What follows belongs to an exercise in optimizing a design on an open flow for small area, a short achievable clock period and few clock cycles per item; a production flow would make more cautious choices.
The RTL was checked by simulation tests, not by an equivalence proof against the original design.
No activity file was given, so power comes from the tool's default toggle rates.

==> design/flow/design.v <==
`default_nettype none
module data_mem_ctrl #(
    parameter int DATA_W = 32,
    parameter int DEPTH  = 256,
    parameter int ADDR_W = 32
) (
    input  logic              clk,
    input  logic              rst_n,
    input  logic              cs,
    input  logic              req_valid,
    output logic              req_ready,
    input  logic              we,
    input  logic [1:0]        size,
    input  logic              sign_ext,
    input  logic [ADDR_W-1:0] addr,
    input  logic [DATA_W-1:0] wdata,
    output logic              rsp_valid,
    output logic [DATA_W-1:0] rdata,
    output logic              err
);
    localparam int LANES = DATA_W / 8;
    localparam int LB    = $clog2(LANES);
    localparam int ROWS  = DEPTH / LANES;
    localparam int ROW_W = (ROWS > 1) ? $clog2(ROWS) : 1;
    typedef enum logic [0:0] {
        IDLE  = 1'b0,
        SPLIT = 1'b1
    } state_t;
    state_t state_q, state_d;
    logic [DATA_W-1:0] mem_q [ROWS];
    logic [LB-1:0]     lane0_q;
    logic [ROW_W-1:0]  row1_q;
    logic [3:0]        nbytes_q;
    logic              we_q;
    logic              sext_q;
    logic [DATA_W-1:0] wdata_q;
    logic [DATA_W-1:0] rbuf_q;      
    logic              rsp_valid_q;
    logic              err_q;
    logic [DATA_W-1:0] rdata_q;
    logic [3:0]        w_nbytes;
    logic [ADDR_W:0]   w_last;
    logic              w_in_range;
    logic              w_size_ok;
    logic              w_legal;
    logic              w_accept;
    logic              w_go_split;
    logic              w_in_split;
    logic [ROW_W-1:0]  w_row0;
    assign w_nbytes   = 4'd1 << size;
    assign w_last     = {1'b0, addr} + (ADDR_W+1)'(w_nbytes) - (ADDR_W+1)'(1);
    assign w_in_range = (w_last < (ADDR_W+1)'(DEPTH));
    assign w_size_ok  = ({30'd0, size} <= 32'(LB));
    assign w_row0     = addr[LB +: ROW_W];
    assign w_in_split = (state_q == SPLIT);
    logic [LB+1:0] w_span_end;
    assign w_span_end = (LB+2)'(addr[LB-1:0]) + (LB+2)'(w_nbytes);
    assign w_legal    = w_size_ok & w_in_range;
    assign w_go_split = w_accept & w_legal & (w_span_end > (LB+2)'(LANES));
    assign req_ready  = ~w_in_split;
    assign w_accept = cs & req_valid & req_ready;
    logic [LB-1:0]     w_cur_lane0;
    logic [ROW_W-1:0]  w_cur_row;
    logic [3:0]        w_cur_nbytes;
    logic              w_cur_we;
    logic              w_cur_sext;
    logic [DATA_W-1:0] w_cur_wdata;
    always_comb begin
        if (w_in_split) begin
            w_cur_lane0  = lane0_q;
            w_cur_row    = row1_q;
            w_cur_nbytes = nbytes_q;
            w_cur_we     = we_q;
            w_cur_sext   = sext_q;
            w_cur_wdata  = wdata_q;
        end else begin
            w_cur_lane0  = addr[LB-1:0];
            w_cur_row    = w_row0;
            w_cur_nbytes = w_nbytes;
            w_cur_we     = we;
            w_cur_sext   = sign_ext;
            w_cur_wdata  = wdata;
        end
    end
    logic [LB:0]       w_lane_full [LANES];
    logic [LANES-1:0]  w_act;
    logic [DATA_W-1:0] w_row_data;
    logic [DATA_W-1:0] w_asm;
    logic [DATA_W-1:0] w_ext;
    logic              w_sign;
    always_comb begin
        w_act      = '0;
        w_row_data = mem_q[w_cur_row];
        w_asm      = rbuf_q;
        w_ext      = '0;
        w_sign     = 1'b0;
        for (int k = 0; k < LANES; k++) begin
            w_lane_full[k] = (LB+1)'(k) + {1'b0, w_cur_lane0};
            w_act[k]       = (k < int'(w_cur_nbytes)) && (w_lane_full[k][LB] == w_in_split);
            if (w_act[k]) begin
                w_asm[8*k +: 8] = w_row_data[8*w_lane_full[k][LB-1:0] +: 8];
            end
        end
        for (int k = 0; k < LANES; k++) begin
            if (k == int'(w_cur_nbytes) - 1) begin
                w_sign = w_asm[8*k+7];
            end
        end
        for (int k = 0; k < LANES; k++) begin
            w_ext[8*k +: 8] = (k < int'(w_cur_nbytes)) ? w_asm[8*k +: 8]
                                                       : {8{w_cur_sext & w_sign}};
        end
    end
    logic w_mem_we;
    assign w_mem_we = w_cur_we & (w_in_split | (w_accept & w_legal));
    always_ff @(posedge clk) begin
        if (w_mem_we) begin
            for (int k = 0; k < LANES; k++) begin
                if (w_act[k]) begin
                    mem_q[w_cur_row][8*w_lane_full[k][LB-1:0] +: 8] <= w_cur_wdata[8*k +: 8];
                end
            end
        end
    end
    always_ff @(posedge clk or negedge rst_n) begin
        if (!rst_n) begin
            state_q <= IDLE;
        end else begin
            state_q <= state_d;
        end
    end
    always_comb begin
        state_d = state_q;
        unique case (state_q)
            IDLE:    if (w_go_split) state_d = SPLIT;
            SPLIT:   state_d = IDLE;
            default: state_d = IDLE;
        endcase
    end
    always_ff @(posedge clk or negedge rst_n) begin
        if (!rst_n) begin
            rsp_valid_q <= 1'b0;
            err_q       <= 1'b0;
            rdata_q     <= '0;
            lane0_q     <= '0;
            row1_q      <= '0;
            nbytes_q    <= '0;
            we_q        <= 1'b0;
            sext_q      <= 1'b0;
            wdata_q     <= '0;
            rbuf_q      <= '0;
        end else begin
            rsp_valid_q <= 1'b0;
            if (w_in_split) begin
                rsp_valid_q <= 1'b1;
                err_q       <= 1'b0;
                rdata_q     <= w_cur_we ? '0 : w_ext;
            end else if (w_accept) begin
                if (!w_legal) begin
                    rsp_valid_q <= 1'b1;
                    err_q       <= 1'b1;
                    rdata_q     <= '0;
                end else if (w_go_split) begin
                    lane0_q  <= addr[LB-1:0];
                    row1_q   <= w_row0 + ROW_W'(1);
                    nbytes_q <= w_nbytes;
                    we_q     <= we;
                    sext_q   <= sign_ext;
                    wdata_q  <= wdata;
                    rbuf_q   <= w_asm;
                end else begin
                    rsp_valid_q <= 1'b1;
                    err_q       <= 1'b0;
                    rdata_q     <= we ? '0 : w_ext;
                end
            end
        end
    end
    assign rsp_valid = rsp_valid_q;
    assign rdata     = rdata_q;
    assign err       = err_q;
endmodule
`default_nettype wire
==> design/flow/run.sh <==
#!/bin/bash
# synth_recipe.tcl (not shown) runs the flow's synth.tcl, then flattens the netlist and writes it again
# the make line also repeats each setting of config.mk as NAME=value (left out here)
make -C /OpenROAD-flow-scripts/flow DESIGN_CONFIG=/design/flow/config.mk WORK_HOME=/design/flow/orfs CLKGATE_MAP_FILE= SYNTH_SCRIPT=/design/flow/synth_recipe.tcl finish
==> design/flow/config.mk <==
export PLATFORM = sky130hd
export DESIGN_NAME = data_mem_ctrl
export DESIGN_NICKNAME = data_mem_ctrl
export VERILOG_FILES = /design/flow/design.v
export SDC_FILE = /design/flow/constraint.sdc
export NUM_CORES = 4
export LEC_CHECK = 0
export CAP_MARGIN = 20
export CORE_MARGIN = 2
export CORE_UTILIZATION = 40
export SLEW_MARGIN = 20
==> design/flow/constraint.sdc <==
create_clock -name core_clock -period 6.0 [get_ports {clk}]
set_input_delay 1.2000 -clock core_clock [delete_from_list [all_inputs] [get_ports {clk}]]
set_output_delay 1.2000 -clock core_clock [all_outputs]
set_load 0.01 [all_outputs]
==> impl_metrics.csv <==
group,metric,value,unit
status,status,"finished clean",
clock_tree,insertion_delay,890,ps
sta,slew_headroom,0.191,
setup_path,end_kind,"flip-flop",
clock_tree,cts_made_buffers,205,
sta,fmax,0.175,GHz
sta,slew_viol_final,0,
job,cap_violations,0,
clock_tree,cts_root_buf,"clkbuf_16",
yosys,synthArstFlopShare,0.0523,
power,pwr_density_cell,298,nW/um2
yosys,yosysSeqAreaShare,0.741,
worst_hold_path,hold_class,"in2async",
global_route,grt_use_total,0.260,
yosys,syn_inst,5513,
sta,period_needed,5700,ps
power,switching_share,0.228,
sta,rsz0062_at_grt,"no",
placed_design,hpwl,196,mm
placed_design,post-place-ws,-546,ps
global_route,grt_overflow_total,0,
setup_path,required,6620,ps
final_layout,final_core_util,0.485,
global_route,grt_first_pass_wirelength,416,mm
setup_path,critPathSlowestCell,"clkdlybuf4s50_1",
sta,finalHoldViolCount,0,
floorplanning,io_pins,107,
setup_path,path_class,"in2reg",
sta,worst_slew_pin_slew,1180,ps
sta,fin_skew,70.7,ps
route,drt-total-wl,294,mm
yosys,synth.top_cell.area_share,0.708,
floorplanning,die_h,470,um
final_layout,drive_gt1_frac,0.228,
global_route,grt_pass1_vias,54716,
setup_path,slowest_delay,530,ps
clock_tree,hold_buffers,0,
clock_tree,htree_levels,4,
global_route,grt_max_degree,66,
yosys,synth_edf_count,2048,
power,vdd_drop_max,0.343,mV
setup_path,critPathBufInv,7,
placed_design,io_buffers,106,
power,p_total,31300,uW
sta,period_share,0.950,
clock_tree,cts.sinks,2161,
yosys,synthDistinctLibCells,98,
floorplanning,dieWidth,470,um
sta,holdWs,373,ps
power,total_leakage_power,0.0370,uW
clock_tree,cts_tree,"done",
floorplanning,die-area,221000,um2
final_layout,fin_nets,6418,
yosys,syn-cell-area,86900,um2
route,vias,57602,
final_layout,design_area,105000,um2
final_layout,areaGrowthSynthToFinish,21.0,%
floorplanning,core,217000,um2
route,ant_nets,0,
yosys,synth_area_leaders,"edfxtp_1 (71%), a22oi_1 (6.5%), dfrtp_1 (3.3%), mux2i_1 (1.9%), mux2_2 (1.4%)",
power,pwr-share-comb,0.067,
global_route,grt_antenna_before_repair,16,
yosys,synth_area_per_cell,15.8,um2
clock_tree,cts_setup_buffers,0,
route,drt_iter0_drc,8361,
route,route.detailed.drc,0,
route,firstDrtPassIters,6,
setup_path,worstPathCellList,"clkdlybuf4s50_1, buf_4, nand2b_1, ha_1, inv_1, ha_1, nand4bb_1, buf_4, a21o_1, a211oi_1, o21ai_0, and3_1, nor3_1, and4bb_1, buf_4, a21o_1, buf_4, a21oi_1, a22oi_1, o221ai_4, buf_12",
placed_design,place.gp.congestion,0.958,
floorplanning,start_util,0.401,
yosys,syn-num-nets,5631,
power,p_seq_frac,0.525,
yosys,yosys_register_bits,2161,
power,p_sw,7150,uW
setup_path,crit_top_cell,"buf_4",
setup_path,crit_family,"compound AO/OA/AOI/OAI gates",
yosys,yosys-top-cells-count,"edfxtp_1 (2048), a22oi_1 (757), nand2_1 (288), clkbuf_1 (181), mux2i_1 (162)",
sta,worst_slack,299,ps
setup_path,crit_arrival,6320,ps
floorplanning,num_rows,171,
yosys,synth_most_common_cell,"edfxtp_1",
final_layout,fillers,18118,
route,via_per_inst,6.18,
yosys,synthFlopType,"edfxtp_1",
sta,final-setup-viol-count,0,
route,wire_per_inst,31.5,um
clock_tree,postCtsResizedCells,0,
setup_path,start_kind,"input port",
power,internal_power,24200,uW
setup_path,critical_path_peak_fanout,64,
yosys,yosysWarnings,2,
power,pwr-share-clk,0.408,
placed_design,post_dp_cell_area,98400,um2
clock_tree,cts.clk_slew.worst_paths,60,ps
yosys,yosysTopAreaCell,"edfxtp_1",
clock_tree,clock_path_buffers,3,
final cells by class:
class                           count  area [um2]  area share
Sequential cell                  2161       64300       0.612
Multi-Input combinational cell   2875       21100       0.201
Tap cell                         2854        3570      0.0340
Inverter                           75         282     0.00268
Timing Repair Buffer              982        9120      0.0868
Clock buffer                      245        5280      0.0503
Antenna cell                        3        7.51   0.0000715
Clock inverter                    130        1330      0.0127
layout by cell type (no fill, tap or decap), drive strengths merged, types with 30 or more instances in the layout:
master / count
edfxtp: 2048
nor2: 150
a222oi: 61
nand3: 40
a22oi: 757
a22o: 35
a21oi: 162
nand4: 73
o221ai: 35
clkinv: 104
buf: 877
ha: 45
nand2: 289
nor4: 47
a41oi: 93
dfrtp: 113
and3: 30
nor3: 237
clkbuf: 245
mux2i: 163
inv: 79
a31oi: 90
o21ai: 97
mux2: 109
clkdlybuf4s50: 105
through the flow:
| stage | std cells | setup TNS [ps] |
|---|---|---|
| 2_1_floorplan | 5513 | -406650 |
| 3_3_place_gp | 8947 | -1202000 |
| 3_5_place_dp | 8947 | -1100790 |
| 4_1_cts | 9322 | 0 |
| 5_1_grt | 9322 | 0 |
| 6_report | 9325 | 0 |
final timing paths:
path / start / end / slack, ps / depth (start not counted)
min in group core_clock: wdata_q[16] / wdata_q[16] / 480 / 2
worst min-delay path: rst_n / wdata_q[25] / 370 / 1
worst max-delay path: size[1] / mem_q[56][5] / 300 / 21
max in group asynchronous: rst_n / wdata_q[24] / 4360 / 2
worst max register to register: state_q / rdata_q[26] / 710 / 15
worst min register to register: wdata_q[16] / wdata_q[16] / 480 / 2
routing by layer:
metal | vias to the layer above | routed length [um] | share of wire | global-route usage
met5 | - | 96 | 0.00033 | 0
li1 | 24210 | - | - | -
met4 | 14 | 11800 | 0.040 | 0.0955
met3 | 549 | 31400 | 0.11 | 0.0579
met1 | 29365 | 118000 | 0.40 | 0.365
met2 | 3464 | 132000 | 0.45 | 0.397
power by group through the flow:
stage / clock network (uW) / registers (uW) / logic (uW)
3_5_place_dp: 0 / 16800 / 2040
2_1_floorplan: 0 / 16800 / 891
4_1_cts: 12900 / 16500 / 2040
3_3_place_gp: 0 / 16800 / 2030
5_1_grt: 13500 / 16400 / 2160
6_report: 12800 / 16500 / 2090
state kept, by name (all words and copies together), names as in the netlist:
signal / flops
rsp_valid_q: 1
nbytes_q: 4
rbuf_q: 32
sext_q: 1
wdata_q: 32
state_q: 1
we_q: 1
lane0_q: 2
err_q: 1
mem_q: 2048
rdata_q: 32
row1_q: 6
cell families after synthesis:
family,Yosys count,share of synthesized area
DFF,2161,0.741
muxes,272,0.0330
buffers and inverters,477,0.0241
and+or+nand+nor,977,0.0604
adders and majority gates,46,0.00671
AOI/OAI and AO/OA,1569,0.134
xor gates and xnor gates,11,0.00111
Testbench counts, summed over its fixed seeds: cycles 24,973, items 24,000.

-- re-timing with driven ports --
No port has a modelled driver above. Below, the same layout with a new extraction and two added sets of constraints.
Step 1: set_driving_cell puts a clkbuf_16 on clk and a buf_2 on each other input, an assumption about the parent block.
Step 2, shift: input delay + t, output delay - t, t = (earliest + latest rising clock arrival at the registers) / 2. This alone moves slack from input paths to output paths.
Three values: ideal ports, drivers, drivers and shift; two values: the first two.
t (ns): 0.942
slack for setup (ns): 0.299 / 0.356 / -0.586
worst hold slack (ns): 0.373 / 0.344 / 0.476
worst setup path after step 2: input to register
pins driven straight from the clock port: 1
Met with ideal ports but missed after step 2: setup timing in this run. For this run, drivers alone change the setup slack by +0.057 ns; drivers and shift together by -0.885 ns.
